What follows belongs to an exercise in optimizing a design on an open flow for small area, a short achievable clock period and few clock cycles per item; a production flow would make more cautious choices.
Function was checked by simulation only, so behaviour that the tests miss may differ from the original.
Power figures rest on the tool's default switching activity, not on a simulated workload. The clock port is modelled as an ideal driver; clocking choices that lean on that would not hold on a real chip.

==> inputs of build 66 <==
==> flow/design.v (excerpt) <==
module sprite_compositor_n #(
  parameter int N_SPRITES = 8,
  parameter int SPR_SIZE  = 16,
  parameter int COORD_W   = 10,
  parameter int PAL_DEPTH = 16,
  parameter int COLOR_W   = 8,
  parameter int SLOT_W    = (N_SPRITES > 1) ? $clog2(N_SPRITES) : 1,
  parameter int SEL_WP    = $clog2(SPR_SIZE + 1),
  parameter int PAL_WP    = (PAL_DEPTH > 1) ? $clog2(PAL_DEPTH) : 1,
  parameter int DATA_W    = ((2 * COORD_W + PAL_WP + 2) > SPR_SIZE) ? (2 * COORD_W + PAL_WP + 2) : SPR_SIZE
) (
  input  logic                 clk_25,
  input  logic                 n_reset,
  input  logic                 wr_en,
  input  logic [SLOT_W-1:0]    wr_slot,
  input  logic [SEL_WP-1:0]    wr_sel,
  input  logic [DATA_W-1:0]    wr_data,
  input  logic                 att_color,
  input  logic [PAL_WP-1:0]    pal_addr,
  input  logic [3*COLOR_W-1:0] data_color,
  input  logic                 coll_clr,
  input  logic                 pix_valid,
  input  logic [COORD_W-1:0]   row,
  input  logic [COORD_W-1:0]   column,
  input  logic [COLOR_W-1:0]   FIFO_Red,
  input  logic [COLOR_W-1:0]   FIFO_Green,
  input  logic [COLOR_W-1:0]   FIFO_Blue,
  output logic [COLOR_W-1:0]   VGA_R,
  output logic [COLOR_W-1:0]   VGA_G,
  output logic [COLOR_W-1:0]   VGA_B,
  output logic                 out_valid,
  output logic [N_SPRITES-1:0] collision
);
  localparam int N     = N_SPRITES;
  localparam int PAL_W = PAL_WP;
  localparam int RGB_W = 3 * COLOR_W;
  logic [N-1:0][15:0][15:0] bmp_q;      
  logic [N-1:0][9:0]        x_q, y_q;   
  logic [N-1:0][PAL_W-1:0]  pi_q;
  logic [N-1:0]             md_q;
  logic [N-1:0]             en_q;
  logic [PAL_DEPTH-1:0][RGB_W-1:0] pal_q;   
  logic [N-1:0]       slot_we, attr_we;
  logic [N-1:0][15:0] row_we;
  ...
Settings: LEC_CHECK=0, CAP_MARGIN=20, CORE_MARGIN=2, CORE_UTILIZATION=40, SETUP_SLACK_MARGIN=2.5, SLEW_MARGIN=20; clock period 4.5 ns.
standard.sh (not shown) runs the stock make flow with config.mk's settings and CLKGATE_MAP_FILE= SYNTH_SCRIPT=/design/flow/synth_recipe.tcl, a recipe that flattens the netlist after the stock synthesis.
==> flow/flow/run.sh <==
#!/bin/bash
# Standard layout, with clock tree synthesis told not to add dummy balancing loads
# and to cluster sinks into larger groups (fewer leaf buffers).
set -e
cp standard.sh standard_copy.log
export CTS_ARGS="-sink_clustering_enable -repair_clock_nets -dont_use_dummy_load -sink_clustering_size 25 -sink_clustering_max_diameter 120"
bash standard.sh > standard.log 2>&1
==> build 32 (differences from build 66) <==
ABC_AREA = 1   (was unset)
SETUP_SLACK_MARGIN = 2.4   (was 2.5)
==> build 55 (differences from build 66) <==
--- a/flow/design.v
+++ b/flow/design.v
@@ -33,11 +33,11 @@
 );
   localparam int N     = N_SPRITES;
   localparam int PAL_W = PAL_WP;
   localparam int RGB_W = 3 * COLOR_W;
   logic [N-1:0][15:0][15:0] bmp_q;      
-  logic [N-1:0][9:0]        x_q, y_q;   
+  logic [N-1:0][9:0]        x_q, y_q;
   logic [N-1:0][PAL_W-1:0]  pi_q;
   logic [N-1:0]             md_q;
   logic [N-1:0]             en_q;
   logic [PAL_DEPTH-1:0][RGB_W-1:0] pal_q;   
   logic [N-1:0]       slot_we, attr_we;
@@ -51,31 +51,25 @@
         row_we[s][r] = slot_we[s] && (wr_sel == SEL_WP'(r + 1));
     end
     for (int p = 0; p < PAL_DEPTH; p++)
       pal_we[p] = att_color && (pal_addr == PAL_W'(p));
   end
+  logic [DATA_W-1:0] wr_din;
+  logic [RGB_W-1:0]  pal_din;
+  assign wr_din  = wr_data & {DATA_W{n_reset}};
+  assign pal_din = data_color & {RGB_W{n_reset}};
   always_ff @(posedge clk_25) begin
     for (int s = 0; s < N; s++) begin
-      if (attr_we[s]) begin
-        x_q[s]  <= wr_data[9:0];
-        y_q[s]  <= wr_data[19:10];
-        pi_q[s] <= wr_data[23:20];
-        md_q[s] <= wr_data[25];
+      if (attr_we[s] || !n_reset) begin
+        x_q[s]  <= wr_din[9:0];
+        y_q[s]  <= wr_din[19:10];
+        pi_q[s] <= wr_din[23:20];
+        en_q[s] <= wr_din[24];
+        md_q[s] <= wr_din[25];
       end
-    end
-  end
-  logic [15:0]      bmp_din;
-  logic [RGB_W-1:0] pal_din;
-  logic [N-1:0]     en_din;
-  assign bmp_din = wr_data[15:0] & {16{n_reset}};
-  assign pal_din = data_color & {RGB_W{n_reset}};
-  assign en_din  = {N{wr_data[24] & n_reset}};
-  always_ff @(posedge clk_25) begin
-    for (int s = 0; s < N; s++) begin
-      if (attr_we[s] || !n_reset) en_q[s] <= en_din[s];
       for (int r = 0; r < 16; r++)
-        if (row_we[s][r] || !n_reset) bmp_q[s][r] <= bmp_din;
+        if (row_we[s][r] || !n_reset) bmp_q[s][r] <= wr_din[15:0];
     end
     for (int p = 0; p < PAL_DEPTH; p++)
       if (pal_we[p] || !n_reset) pal_q[p] <= pal_din;
   end
   logic                v0_q, v1_q, v2_q, v3_q, v4_q, ov_q;
==> flow/flow/run.sh (replaced) <==
#!/bin/bash
# Standard layout with two changes: clock tree synthesis adds no dummy balancing
# loads and clusters sinks into larger groups, and the port buffers are plain
# buf_4 cells (which the resizer can size up) instead of delay buffers.
set -e
cp standard.sh standard_copy.log
export CTS_ARGS="-sink_clustering_enable -repair_clock_nets -dont_use_dummy_load -sink_clustering_size 30 -sink_clustering_max_diameter 100"
export BUFFER_PORTS_ARGS="-buffer_cell sky130_fd_sc_hd__buf_4"
bash standard.sh > standard.log 2>&1
SETUP_SLACK_MARGIN = 2.7   (was 2.5)
==> run summary <==
| metric | build 55 | build 66 | build 32 |
|---|---|---|---|
| GR Layer Usage met3 | 0.02551 | 0.02801 | 0.02530 |
| Number of well-tap cells placed | 3762 | 3762 | 3939 |
| Utilization of the core after routing | 0.4759 | 0.4666 | 0.4533 |
| Post-route insts no fill | 9628 | 9547 | 13326 |
| Share of cell area taken by multi-input logic gates | 0.2130 | 0.2118 | 0.2213 |
| Dpl ws | 1.167 ns | 0.7277 ns | 0.5720 ns |
| Register clock-pin slew on the reported worst setup and hold paths | 0.11 ns | 0.09 ns | 0.10 ns |
| Run status | timing/DRC/antenna clean | timing/DRC/antenna clean | timing/DRC/antenna clean |
| Max Clk Rate | 0.4402 GHz | 0.4543 GHz | 0.4422 GHz |
| End of the worst hold path | v0_q | bg4_q[10] | bg1_q[20] |
| Flop pwr share | 0.610 | 0.637 | 0.633 |
| Post-Synth XOR/XNOR Area | 0.01108 | 0.01108 | 0.009442 |
| Met2 Track Usage GR | 0.3572 | 0.3527 | 0.3554 |
| Number of nets in the layout | 6174 | 6100 | 9690 |
| Flop+latch power | 0.0347 W | 0.0339 W | 0.0339 W |
| Setup slack after layout | 2.228 ns | 2.299 ns | 2.239 ns |
| Total routing resource utilization after global routing | 0.2077 | 0.2061 | 0.2162 |
| Max-Slew Margin vs Limit | 0.3341 | 0.4023 | 0.2327 |
| Maximum resistive drop on vdd | 0.3674 mV | 0.2508 mV | 0.3923 mV |
Testbench counts of build 66, summed over its fixed seeds: cycles 33,536, pixels 32,768.
Testbench counts of build 32, summed over its fixed seeds: cycles 33,536, pixels 32,768.
Testbench counts of build 55, summed over its fixed seeds: cycles 33,536, pixels 32,768.

static timing again, ports no longer ideal:
How much do the figures lean on ideal ports? The routed layouts below were timed once more, with nothing changed but the port constraints. Step 1: set_driving_cell puts a clkbuf_16 on clk_25 and a buf_2 on each other input, an assumption about the parent block. Step 2 times the ports against the registers' clock, not the clock port: input delays grow and output delays shrink by t, the midpoint of the rising clock arrivals with the driver on. Three values: no drivers, after step 1, after step 2; two values: the first two.
| run | t (ns) | setup slack, ns | worst slew at a driven data input, ns | pins driven straight from the clock port |
|---|---|---|---|---|
| build 66 | 0.879 | 2.299 / 2.202 / 1.472 | 0.21 | 1 |
| build 32 | 0.942 | 2.239 / 2.137 / 1.400 | 0.26 | 1 |
| build 55 | 0.871 | 2.228 / 2.132 / 1.771 | 0.26 | 1 |
After both steps every run listed still meets setup and hold. For build 32, which loses most, drivers alone change the setup slack by -0.102 ns; drivers and shift together by -0.839 ns.
